This is an optimization exercise on Yosys and OpenROAD, whose aim is small area and a short achievable clock period, not a production implementation. At most, simulation tests tie the RTL to the original design; equivalence was not proved. Power figures rest on the tool's default switching activity, not on a simulated workload.

==> inputs of job 692 <==
Design cic_iq_decim, start of the top module:
module cic_iq_decim #(
  parameter int DIN_W    = 16,
  parameter int DOUT_W   = 16,
  parameter int STAGES   = 4,
  parameter int MAX_RATE = 16,
  parameter int GAIN_W   = 16,
  localparam int RATE_W  = $clog2(MAX_RATE + 1),
  localparam int ACC_W   = DIN_W + STAGES * $clog2(MAX_RATE),
  localparam int SHIFT_W = $clog2(ACC_W)
) (
  input  logic                     clk,
  input  logic                     rst,
  input  logic                     s_axis_data_tvalid,
  input  logic signed [DIN_W-1:0]  s_axis_data_tdata_real,
  input  logic signed [DIN_W-1:0]  s_axis_data_tdata_imag,
  input  logic                     cfg_load,
  input  logic [RATE_W-1:0]        cfg_rate,
  input  logic [SHIFT_W-1:0]       cfg_shift,
  input  logic [GAIN_W-1:0]        cfg_gain,
  output logic                     m_axis_data_tvalid,
  output logic signed [DOUT_W-1:0] m_axis_data_tdata_real,
  output logic signed [DOUT_W-1:0] m_axis_data_tdata_imag
);
  localparam int W   = 8;            
  localparam int L   = 32 / W;       
  localparam int NVV = L + 4;        
  localparam int NFV = L + 9;        
  logic        rst_q;
  logic        flush_q;
  logic [4:0]  cfg_rate_q, cfg_shift_q;
  logic [15:0] cfg_gain_q;
  logic [3:0]  rm1;                  
  logic [4:0]  shift_r;
  logic [15:0] gain_r;
  always_ff @(posedge clk) begin
    rst_q       <= rst;
    cfg_rate_q  <= cfg_rate;
    cfg_shift_q <= cfg_shift;
    cfg_gain_q  <= cfg_gain;
  end
  always_ff @(posedge clk) begin
    if (rst_q) begin
  ...
clock: 9.5 ns
lec_check: 0
cap_margin: 20
core_margin: 2
core_utilization: 40
cts_cluster_diameter: 200
cts_cluster_size: 25
slew_margin: 20
standard.sh (not shown) runs the stock make flow with config.mk's settings and CLKGATE_MAP_FILE= SYNTH_SCRIPT=/design/flow/synth_recipe.tcl, a recipe that flattens the netlist after the stock synthesis.
==> flow/flow/run.sh <==
#!/bin/bash
# Standard ORFS layout, with repair_timing asked to reach a larger setup slack than the
# constraint needs (the SDC is unchanged). Each tool's output stays in orfs/logs/.
set -euo pipefail
cd "$(dirname "$0")/.."
export SETUP_SLACK_MARGIN=${MARGIN:-6.55}
bash standard.sh > standard.log 2>&1
==> job 701: changes against job 692 <==
--- a/flow/design.v
+++ b/flow/design.v
@@ -20,44 +20,35 @@
   output logic                     m_axis_data_tvalid,
   output logic signed [DOUT_W-1:0] m_axis_data_tdata_real,
   output logic signed [DOUT_W-1:0] m_axis_data_tdata_imag
 );
   localparam int W   = 8;            
   localparam int L   = 32 / W;       
   localparam int NVV = L + 4;        
-  localparam int NFV = L + 9;        
-  logic        rst_q;
-  logic        flush_q;
-  logic [4:0]  cfg_rate_q, cfg_shift_q;
-  logic [15:0] cfg_gain_q;
+  localparam int NFV = L + 8;        
   logic [3:0]  rm1;                  
   logic [4:0]  shift_r;
   logic [15:0] gain_r;
   always_ff @(posedge clk) begin
-    rst_q       <= rst;
-    cfg_rate_q  <= cfg_rate;
-    cfg_shift_q <= cfg_shift;
-    cfg_gain_q  <= cfg_gain;
-  end
-  always_ff @(posedge clk) begin
-    if (rst_q) begin
+    if (rst) begin
       rm1     <= 4'd1;
       shift_r <= '0;
       gain_r  <= 16'd16384;
-    end else if (flush_q) begin
-      if (cfg_rate_q < 5'd2)
+    end else if (cfg_load) begin
+      if (cfg_rate < 5'd2)
         rm1 <= 4'd1;
-      else if (cfg_rate_q > 5'd16)
+      else if (cfg_rate > 5'd16)
         rm1 <= 4'd15;
       else
-        rm1 <= 4'(cfg_rate_q - 5'd1);
-      shift_r <= cfg_shift_q;
-      gain_r  <= cfg_gain_q;
+        rm1 <= 4'(cfg_rate - 5'd1);
+      shift_r <= cfg_shift;
+      gain_r  <= cfg_gain;
     end
   end
+  logic        flush_q;
   logic        v_q;
   logic [15:0] xr_q, xi_q, xi_d;
   always_ff @(posedge clk) begin
     flush_q <= rst | cfg_load;
     v_q     <= s_axis_data_tvalid;
     xr_q    <= s_axis_data_tvalid ? s_axis_data_tdata_real : 16'd0;
     xi_q    <= s_axis_data_tvalid ? s_axis_data_tdata_imag : 16'd0;
@@ -155,23 +146,19 @@
   end
   always_comb
     for (int j = 0; j < L; j++)
       z[j*W +: W] = dsk[j][L-1-j];
   logic [30:0] ur;
   always_ff @(posedge clk)
     ur <= 31'(($signed({z, 1'b0})) >>> shift_r);
-  logic [17:0] g3, g3n;
-  logic [15:0] gain_n;
+  logic [17:0] g3;
+  logic [15:0] gain_c;
   always_ff @(posedge clk) begin
-    g3  <= {2'b0, gain_r} + {1'b0, gain_r, 1'b0};
-    g3n <= ~({2'b0, gain_r} + {1'b0, gain_r, 1'b0});
-    if (rst_q)
-      gain_n <= ~16'd16384;
-    else if (flush_q)
-      gain_n <= ~cfg_gain_q;
+    g3     <= {2'b0, gain_r} + {1'b0, gain_r, 1'b0};
+    gain_c <= gain_r;
   end
   logic bneg0, bs1_0, bs2_0, bs3_0, bs4_0;
   logic [17:0] bm0;
   logic bneg1, bs1_1, bs2_1, bs3_1, bs4_1;
   logic [17:0] bm1;
   logic bneg2, bs1_2, bs2_2, bs3_2, bs4_2;
   logic [17:0] bm2;
@@ -307,17 +294,16 @@
   logic mb1_s223, mb1_c224;
   logic mb1_s225, mb1_c226;
   logic mb1_s227, mb1_c228;
   logic mb1_s229, mb1_c230;
   logic mb1_s231, mb1_c232;
   logic mb1_s233, mb1_c234;
   logic [29:0] mx, my;
-  logic [14:0] plo;
-  logic [15:0] mxh, myh, p;
-  logic        pc14;
+  logic [29:0] psum;
+  logic [15:0] p;
   assign bneg0 = ur[3];
   assign bs1_0 = ur[3] ? (ur[2] & (ur[1] ^ ur[0])) : (~ur[2] & (ur[1] ^ ur[0]));
   assign bs2_0 = (~ur[2] & ur[1] & ur[0]) | (ur[2] & ~ur[1] & ~ur[0]);
   assign bs3_0 = ur[3] ? (~ur[2] & (ur[1] ^ ur[0])) : (ur[2] & (ur[1] ^ ur[0]));
   assign bs4_0 = ur[3] ? (~ur[2] & ~ur[1] & ~ur[0]) : (ur[2] & ur[1] & ur[0]);
   assign bm0 = (({18{bs1_0}} & {2'b0, gain_r}) | ({18{bs2_0}} & {1'b0, gain_r, 1'b0}) | ({18{bs3_0}} & g3) | ({18{bs4_0}} & {gain_r, 2'b0})) ^ {18{bneg0}};
   assign bneg1 = ur[6];
@@ -339,45 +325,45 @@
   assign bs4_3 = ur[12] ? (~ur[11] & ~ur[10] & ~ur[9]) : (ur[11] & ur[10] & ur[9]);
   assign bm3 = (({18{bs1_3}} & {2'b0, gain_r}) | ({18{bs2_3}} & {1'b0, gain_r, 1'b0}) | ({18{bs3_3}} & g3) | ({18{bs4_3}} & {gain_r, 2'b0})) ^ {18{bneg3}};
   assign bneg4 = ur[15];
   assign bs1_4 = ur[15] ? (ur[14] & (ur[13] ^ ur[12])) : (~ur[14] & (ur[13] ^ ur[12]));
   assign bs2_4 = (~ur[14] & ur[13] & ur[12]) | (ur[14] & ~ur[13] & ~ur[12]);
   assign bs3_4 = ur[15] ? (~ur[14] & (ur[13] ^ ur[12])) : (ur[14] & (ur[13] ^ ur[12]));
   assign bs4_4 = ur[15] ? (~ur[14] & ~ur[13] & ~ur[12]) : (ur[14] & ur[13] & ur[12]);
-  assign bm4 = (({18{bs1_4}} & {2'b0, gain_r}) | ({18{bs2_4}} & {1'b0, gain_r, 1'b0}) | ({18{bs3_4}} & g3) | ({18{bs4_4}} & {gain_r, 2'b0})) ^ {18{bneg4}};
+  assign bm4 = (({18{bs1_4}} & {2'b0, gain_c}) | ({18{bs2_4}} & {1'b0, gain_c, 1'b0}) | ({18{bs3_4}} & g3) | ({18{bs4_4}} & {gain_c, 2'b0})) ^ {18{bneg4}};
   assign bneg5 = ur[18];
   assign bs1_5 = ur[18] ? (ur[17] & (ur[16] ^ ur[15])) : (~ur[17] & (ur[16] ^ ur[15]));
   assign bs2_5 = (~ur[17] & ur[16] & ur[15]) | (ur[17] & ~ur[16] & ~ur[15]);
   assign bs3_5 = ur[18] ? (~ur[17] & (ur[16] ^ ur[15])) : (ur[17] & (ur[16] ^ ur[15]));
   assign bs4_5 = ur[18] ? (~ur[17] & ~ur[16] & ~ur[15]) : (ur[17] & ur[16] & ur[15]);
-  assign bm5 = (({18{bs1_5}} & {2'b0, gain_r}) | ({18{bs2_5}} & {1'b0, gain_r, 1'b0}) | ({18{bs3_5}} & g3) | ({18{bs4_5}} & {gain_r, 2'b0})) ^ {18{bneg5}};
+  assign bm5 = (({18{bs1_5}} & {2'b0, gain_c}) | ({18{bs2_5}} & {1'b0, gain_c, 1'b0}) | ({18{bs3_5}} & g3) | ({18{bs4_5}} & {gain_c, 2'b0})) ^ {18{bneg5}};
   assign bneg6 = ur[21];
   assign bs1_6 = ur[21] ? (ur[20] & (ur[19] ^ ur[18])) : (~ur[20] & (ur[19] ^ ur[18]));
   assign bs2_6 = (~ur[20] & ur[19] & ur[18]) | (ur[20] & ~ur[19] & ~ur[18]);
   assign bs3_6 = ur[21] ? (~ur[20] & (ur[19] ^ ur[18])) : (ur[20] & (ur[19] ^ ur[18]));
   assign bs4_6 = ur[21] ? (~ur[20] & ~ur[19] & ~ur[18]) : (ur[20] & ur[19] & ur[18]);
-  assign bm6 = (({18{bs1_6}} & {2'b0, gain_r}) | ({18{bs2_6}} & {1'b0, gain_r, 1'b0}) | ({18{bs3_6}} & g3) | ({18{bs4_6}} & {gain_r, 2'b0})) ^ {18{bneg6}};
+  assign bm6 = (({18{bs1_6}} & {2'b0, gain_c}) | ({18{bs2_6}} & {1'b0, gain_c, 1'b0}) | ({18{bs3_6}} & g3) | ({18{bs4_6}} & {gain_c, 2'b0})) ^ {18{bneg6}};
   assign bneg7 = ur[24];
   assign bs1_7 = ur[24] ? (ur[23] & (ur[22] ^ ur[21])) : (~ur[23] & (ur[22] ^ ur[21]));
   assign bs2_7 = (~ur[23] & ur[22] & ur[21]) | (ur[23] & ~ur[22] & ~ur[21]);
   assign bs3_7 = ur[24] ? (~ur[23] & (ur[22] ^ ur[21])) : (ur[23] & (ur[22] ^ ur[21]));
   assign bs4_7 = ur[24] ? (~ur[23] & ~ur[22] & ~ur[21]) : (ur[23] & ur[22] & ur[21]);
-  assign bm7 = (({18{bs1_7}} & {2'b0, gain_r}) | ({18{bs2_7}} & {1'b0, gain_r, 1'b0}) | ({18{bs3_7}} & g3) | ({18{bs4_7}} & {gain_r, 2'b0})) ^ {18{bneg7}};
+  assign bm7 = (({18{bs1_7}} & {2'b0, gain_c}) | ({18{bs2_7}} & {1'b0, gain_c, 1'b0}) | ({18{bs3_7}} & g3) | ({18{bs4_7}} & {gain_c, 2'b0})) ^ {18{bneg7}};
   assign bneg8 = ur[27];
   assign bs1_8 = ur[27] ? (ur[26] & (ur[25] ^ ur[24])) : (~ur[26] & (ur[25] ^ ur[24]));
   assign bs2_8 = (~ur[26] & ur[25] & ur[24]) | (ur[26] & ~ur[25] & ~ur[24]);
   assign bs3_8 = ur[27] ? (~ur[26] & (ur[25] ^ ur[24])) : (ur[26] & (ur[25] ^ ur[24]));
   assign bs4_8 = ur[27] ? (~ur[26] & ~ur[25] & ~ur[24]) : (ur[26] & ur[25] & ur[24]);
-  assign bm8 = (({18{bs1_8}} & {2'b0, gain_r}) | ({18{bs2_8}} & {1'b0, gain_r, 1'b0}) | ({18{bs3_8}} & g3) | ({18{bs4_8}} & {gain_r, 2'b0})) ^ {18{bneg8}};
+  assign bm8 = (({18{bs1_8}} & {2'b0, gain_c}) | ({18{bs2_8}} & {1'b0, gain_c, 1'b0}) | ({18{bs3_8}} & g3) | ({18{bs4_8}} & {gain_c, 2'b0})) ^ {18{bneg8}};
   assign bneg9 = ur[30];
   assign bs1_9 = ur[30] ? (ur[29] & (ur[28] ^ ur[27])) : (~ur[29] & (ur[28] ^ ur[27]));
   assign bs2_9 = (~ur[29] & ur[28] & ur[27]) | (ur[29] & ~ur[28] & ~ur[27]);
   assign bs3_9 = ur[30] ? (~ur[29] & (ur[28] ^ ur[27])) : (ur[29] & (ur[28] ^ ur[27]));
   assign bs4_9 = ur[30] ? (~ur[29] & ~ur[28] & ~ur[27]) : (ur[29] & ur[28] & ur[27]);
-  assign bm9 = (({18{bs1_9}} & {2'b0, gain_r}) | ({18{bs2_9}} & {1'b0, gain_r, 1'b0}) | ({18{bs3_9}} & g3) | ({18{bs4_9}} & {gain_r, 2'b0})) ^ {18{bneg9}};
+  assign bm9 = (({18{bs1_9}} & {2'b0, gain_c}) | ({18{bs2_9}} & {1'b0, gain_c, 1'b0}) | ({18{bs3_9}} & g3) | ({18{bs4_9}} & {gain_c, 2'b0})) ^ {18{bneg9}};
   assign ma0_s1 = bm0[15] ^ bm1[12];
   assign ma0_c2 = bm0[15] & bm1[12];
   assign ma0_s3 = bm0[16] ^ bm1[13];
   assign ma0_c4 = bm0[16] & bm1[13];
   assign ma0_s5 = bm0[17] ^ bm1[14];
   assign ma0_c6 = bm0[17] & bm1[14];
   assign ma0_s7 = ~bneg0 ^ bm1[15] ^ bm2[12];
@@ -664,16 +650,16 @@
   assign my[26] = mb1_c226;
   assign mx[27] = mb1_s229;
   assign my[27] = mb1_c228;
   assign mx[28] = mb1_s231;
   assign my[28] = mb1_c230;
   assign mx[29] = mb1_s233;
   assign my[29] = mb1_c232;
-  assign plo = {1'b0, mx[13:0]} + {1'b0, my[13:0]};
-  assign p = mxh + myh + 16'(pc14);
+  assign psum = mx + my;
+  assign p = psum[29:14];
   always_ff @(posedge clk) begin
     mr0[0] <= bm0[0];
     mr1[0] <= bneg0;
     mr2[0] <= 1'b0;
     mr3[0] <= 1'b0;
     mr0[1] <= bm0[1];
     mr1[1] <= 1'b0;
@@ -787,19 +773,14 @@
     mr1[28] <= ma1_s127;
     mr2[28] <= ma1_c122;
     mr3[28] <= ma1_c124;
     mr0[29] <= ma1_s129;
     mr1[29] <= ma1_s131;
     mr2[29] <= ma1_c126;
     mr3[29] <= ma1_c128;
-    mxh <= mx[29:14];
-    myh <= my[29:14];
-    pc14 <= plo[14];
   end
-  logic [15:0] p_hold;
   always_ff @(posedge clk) begin
-    p_hold <= p;
-    m_axis_data_tdata_real <= p_hold;
+    m_axis_data_tdata_real <= m_axis_data_tdata_imag;
     m_axis_data_tdata_imag <= p;
-    m_axis_data_tvalid <= fv[L + 8] & ~flush_q & ~rst & ~cfg_load;
+    m_axis_data_tvalid <= fv[L + 7] & ~flush_q & ~rst & ~cfg_load;
   end
 endmodule
==> flow/flow/run.sh (replaced) <==
#!/bin/bash
# Standard ORFS layout, with repair_timing asked to reach a larger setup slack than the
# constraint needs (the SDC is unchanged), and plain buffers on the ports.
# Each tool's output stays in orfs/logs/; make's output goes to standard.log.
set -euo pipefail
cd "$(dirname "$0")/.."
export SETUP_SLACK_MARGIN=${MARGIN:-6.45}
export BUFFER_PORTS_ARGS="-buffer_cell sky130_fd_sc_hd__buf_1"
bash standard.sh > standard.log 2>&1
ABC_AREA = 1   (was unset)
==> job 8683: changes against job 692 <==
--- a/flow/design.v
+++ b/flow/design.v
@@ -339,45 +339,45 @@
   assign bs4_3 = ur[12] ? (~ur[11] & ~ur[10] & ~ur[9]) : (ur[11] & ur[10] & ur[9]);
   assign bm3 = (({18{bs1_3}} & {2'b0, gain_r}) | ({18{bs2_3}} & {1'b0, gain_r, 1'b0}) | ({18{bs3_3}} & g3) | ({18{bs4_3}} & {gain_r, 2'b0})) ^ {18{bneg3}};
   assign bneg4 = ur[15];
   assign bs1_4 = ur[15] ? (ur[14] & (ur[13] ^ ur[12])) : (~ur[14] & (ur[13] ^ ur[12]));
   assign bs2_4 = (~ur[14] & ur[13] & ur[12]) | (ur[14] & ~ur[13] & ~ur[12]);
   assign bs3_4 = ur[15] ? (~ur[14] & (ur[13] ^ ur[12])) : (ur[14] & (ur[13] ^ ur[12]));
   assign bs4_4 = ur[15] ? (~ur[14] & ~ur[13] & ~ur[12]) : (ur[14] & ur[13] & ur[12]);
-  assign bm4 = (({18{bs1_4}} & {2'b0, gain_r}) | ({18{bs2_4}} & {1'b0, gain_r, 1'b0}) | ({18{bs3_4}} & g3) | ({18{bs4_4}} & {gain_r, 2'b0})) ^ {18{bneg4}};
+  assign bm4 = (({18{bs1_4}} & {2'b0, ~gain_n}) | ({18{bs2_4}} & {1'b0, ~gain_n, 1'b0}) | ({18{bs3_4}} & ~g3n) | ({18{bs4_4}} & {~gain_n, 2'b0})) ^ {18{bneg4}};
   assign bneg5 = ur[18];
   assign bs1_5 = ur[18] ? (ur[17] & (ur[16] ^ ur[15])) : (~ur[17] & (ur[16] ^ ur[15]));
   assign bs2_5 = (~ur[17] & ur[16] & ur[15]) | (ur[17] & ~ur[16] & ~ur[15]);
   assign bs3_5 = ur[18] ? (~ur[17] & (ur[16] ^ ur[15])) : (ur[17] & (ur[16] ^ ur[15]));
   assign bs4_5 = ur[18] ? (~ur[17] & ~ur[16] & ~ur[15]) : (ur[17] & ur[16] & ur[15]);
-  assign bm5 = (({18{bs1_5}} & {2'b0, gain_r}) | ({18{bs2_5}} & {1'b0, gain_r, 1'b0}) | ({18{bs3_5}} & g3) | ({18{bs4_5}} & {gain_r, 2'b0})) ^ {18{bneg5}};
+  assign bm5 = (({18{bs1_5}} & {2'b0, ~gain_n}) | ({18{bs2_5}} & {1'b0, ~gain_n, 1'b0}) | ({18{bs3_5}} & ~g3n) | ({18{bs4_5}} & {~gain_n, 2'b0})) ^ {18{bneg5}};
   assign bneg6 = ur[21];
   assign bs1_6 = ur[21] ? (ur[20] & (ur[19] ^ ur[18])) : (~ur[20] & (ur[19] ^ ur[18]));
   assign bs2_6 = (~ur[20] & ur[19] & ur[18]) | (ur[20] & ~ur[19] & ~ur[18]);
   assign bs3_6 = ur[21] ? (~ur[20] & (ur[19] ^ ur[18])) : (ur[20] & (ur[19] ^ ur[18]));
   assign bs4_6 = ur[21] ? (~ur[20] & ~ur[19] & ~ur[18]) : (ur[20] & ur[19] & ur[18]);
-  assign bm6 = (({18{bs1_6}} & {2'b0, gain_r}) | ({18{bs2_6}} & {1'b0, gain_r, 1'b0}) | ({18{bs3_6}} & g3) | ({18{bs4_6}} & {gain_r, 2'b0})) ^ {18{bneg6}};
+  assign bm6 = (({18{bs1_6}} & {2'b0, ~gain_n}) | ({18{bs2_6}} & {1'b0, ~gain_n, 1'b0}) | ({18{bs3_6}} & ~g3n) | ({18{bs4_6}} & {~gain_n, 2'b0})) ^ {18{bneg6}};
   assign bneg7 = ur[24];
   assign bs1_7 = ur[24] ? (ur[23] & (ur[22] ^ ur[21])) : (~ur[23] & (ur[22] ^ ur[21]));
   assign bs2_7 = (~ur[23] & ur[22] & ur[21]) | (ur[23] & ~ur[22] & ~ur[21]);
   assign bs3_7 = ur[24] ? (~ur[23] & (ur[22] ^ ur[21])) : (ur[23] & (ur[22] ^ ur[21]));
   assign bs4_7 = ur[24] ? (~ur[23] & ~ur[22] & ~ur[21]) : (ur[23] & ur[22] & ur[21]);
-  assign bm7 = (({18{bs1_7}} & {2'b0, gain_r}) | ({18{bs2_7}} & {1'b0, gain_r, 1'b0}) | ({18{bs3_7}} & g3) | ({18{bs4_7}} & {gain_r, 2'b0})) ^ {18{bneg7}};
+  assign bm7 = (({18{bs1_7}} & {2'b0, ~gain_n}) | ({18{bs2_7}} & {1'b0, ~gain_n, 1'b0}) | ({18{bs3_7}} & ~g3n) | ({18{bs4_7}} & {~gain_n, 2'b0})) ^ {18{bneg7}};
   assign bneg8 = ur[27];
   assign bs1_8 = ur[27] ? (ur[26] & (ur[25] ^ ur[24])) : (~ur[26] & (ur[25] ^ ur[24]));
   assign bs2_8 = (~ur[26] & ur[25] & ur[24]) | (ur[26] & ~ur[25] & ~ur[24]);
   assign bs3_8 = ur[27] ? (~ur[26] & (ur[25] ^ ur[24])) : (ur[26] & (ur[25] ^ ur[24]));
   assign bs4_8 = ur[27] ? (~ur[26] & ~ur[25] & ~ur[24]) : (ur[26] & ur[25] & ur[24]);
-  assign bm8 = (({18{bs1_8}} & {2'b0, gain_r}) | ({18{bs2_8}} & {1'b0, gain_r, 1'b0}) | ({18{bs3_8}} & g3) | ({18{bs4_8}} & {gain_r, 2'b0})) ^ {18{bneg8}};
+  assign bm8 = (({18{bs1_8}} & {2'b0, ~gain_n}) | ({18{bs2_8}} & {1'b0, ~gain_n, 1'b0}) | ({18{bs3_8}} & ~g3n) | ({18{bs4_8}} & {~gain_n, 2'b0})) ^ {18{bneg8}};
   assign bneg9 = ur[30];
   assign bs1_9 = ur[30] ? (ur[29] & (ur[28] ^ ur[27])) : (~ur[29] & (ur[28] ^ ur[27]));
   assign bs2_9 = (~ur[29] & ur[28] & ur[27]) | (ur[29] & ~ur[28] & ~ur[27]);
   assign bs3_9 = ur[30] ? (~ur[29] & (ur[28] ^ ur[27])) : (ur[29] & (ur[28] ^ ur[27]));
   assign bs4_9 = ur[30] ? (~ur[29] & ~ur[28] & ~ur[27]) : (ur[29] & ur[28] & ur[27]);
-  assign bm9 = (({18{bs1_9}} & {2'b0, gain_r}) | ({18{bs2_9}} & {1'b0, gain_r, 1'b0}) | ({18{bs3_9}} & g3) | ({18{bs4_9}} & {gain_r, 2'b0})) ^ {18{bneg9}};
+  assign bm9 = (({18{bs1_9}} & {2'b0, ~gain_n}) | ({18{bs2_9}} & {1'b0, ~gain_n, 1'b0}) | ({18{bs3_9}} & ~g3n) | ({18{bs4_9}} & {~gain_n, 2'b0})) ^ {18{bneg9}};
   assign ma0_s1 = bm0[15] ^ bm1[12];
   assign ma0_c2 = bm0[15] & bm1[12];
   assign ma0_s3 = bm0[16] ^ bm1[13];
   assign ma0_c4 = bm0[16] & bm1[13];
   assign ma0_s5 = bm0[17] ^ bm1[14];
   assign ma0_c6 = bm0[17] & bm1[14];
   assign ma0_s7 = ~bneg0 ^ bm1[15] ^ bm2[12];
ABC_AREA = 1   (was unset)
==> impl_results.md <==
- Status: timing/DRC/antenna clean
- Number of antenna violations at the first check in global routing: 0
- Signal inverters: 1051
- WL met2: 57.1 mm
- Buffers outside the clock class: 125
- Net count reported at finish: 6907
- Clock buf/inv share: 2.11%
- Dpl cell area: 0.0511 mm2
- Largest net degree at the start of global routing: 161
- Leak: 24.6 nW
- Met1 Routed Length: 53.1 mm
-- figures above: job 701

==> impl_results.md <==
- Net count reported at finish: 6912
- Clock buf/inv share: 2.19%
- Leak: 25.9 nW
- Dpl cell area: 0.0531 mm2
- Number of antenna violations at the first check in global routing: 1
- WL met2: 57.2 mm
- Buffers outside the clock class: 152
- Status: timing/DRC/antenna clean
- RSZ-0062 raised after global routing: true
- Largest net degree at the start of global routing: 150
-- figures above: job 8683

==> impl_results.md <==
- Core region area: 0.122 mm2
- Leak: 22.0 nW
- Number of antenna violations at the first check in global routing: 0
- R2r setup slk: 6.56 ns
- Clock buf/inv share: 2.18%
- Die height: 355 um
- Largest net degree at the start of global routing: 190
- Syn avg cell area: 9.32 um2
- WL met2: 49.1 mm
- Status: timing/DRC/antenna clean
- Met1 Routed Length: 47.4 mm
- Via Count: 34670
- Signal inverters: 360
- Post-synth EDFFs: 0
- Buffers outside the clock class: 184
- Dpl cell area: 0.0515 mm2
-- figures above: job 692

Function not checked in job 701 and job 8683: the RTL went through the layout flow alone.

what the ideal ports hide:
No port has a modelled driver above. Below, the same layouts with a new extraction and two added sets of constraints. Step 1: set_driving_cell puts a clkbuf_16 on clk and a buf_2 on each other input, an assumption about the parent block. Step 2 times the ports against the registers' clock, not the clock port: input delays grow and output delays shrink by t, the midpoint of the rising clock arrivals with the driver on. Three values: ideal, step 1, step 2; two values: the first two.
| run | shift t [ns] | setup WS [ns] | clock arrival spread, ns | worst register clock-pin slew, ns | cell pins on the clock port's net |
|---|---|---|---|---|---|
| job 692 | 0.724 | 6.470 / 6.403 / 6.219 | 0.037 / 0.037 | 0.11 / 0.11 | 1 |
| job 701 | 0.719 | 6.501 / 6.432 / 6.365 | 0.037 / 0.038 | 0.12 / 0.12 | 1 |
| job 8683 | 0.736 | 6.487 / 6.414 / 6.575 | 0.039 / 0.039 | 0.11 / 0.11 | 1 |
After both steps setup and hold are still met in every run listed. For job 692, which loses most, drivers alone change the setup slack by -0.067 ns; drivers and shift together by -0.251 ns.
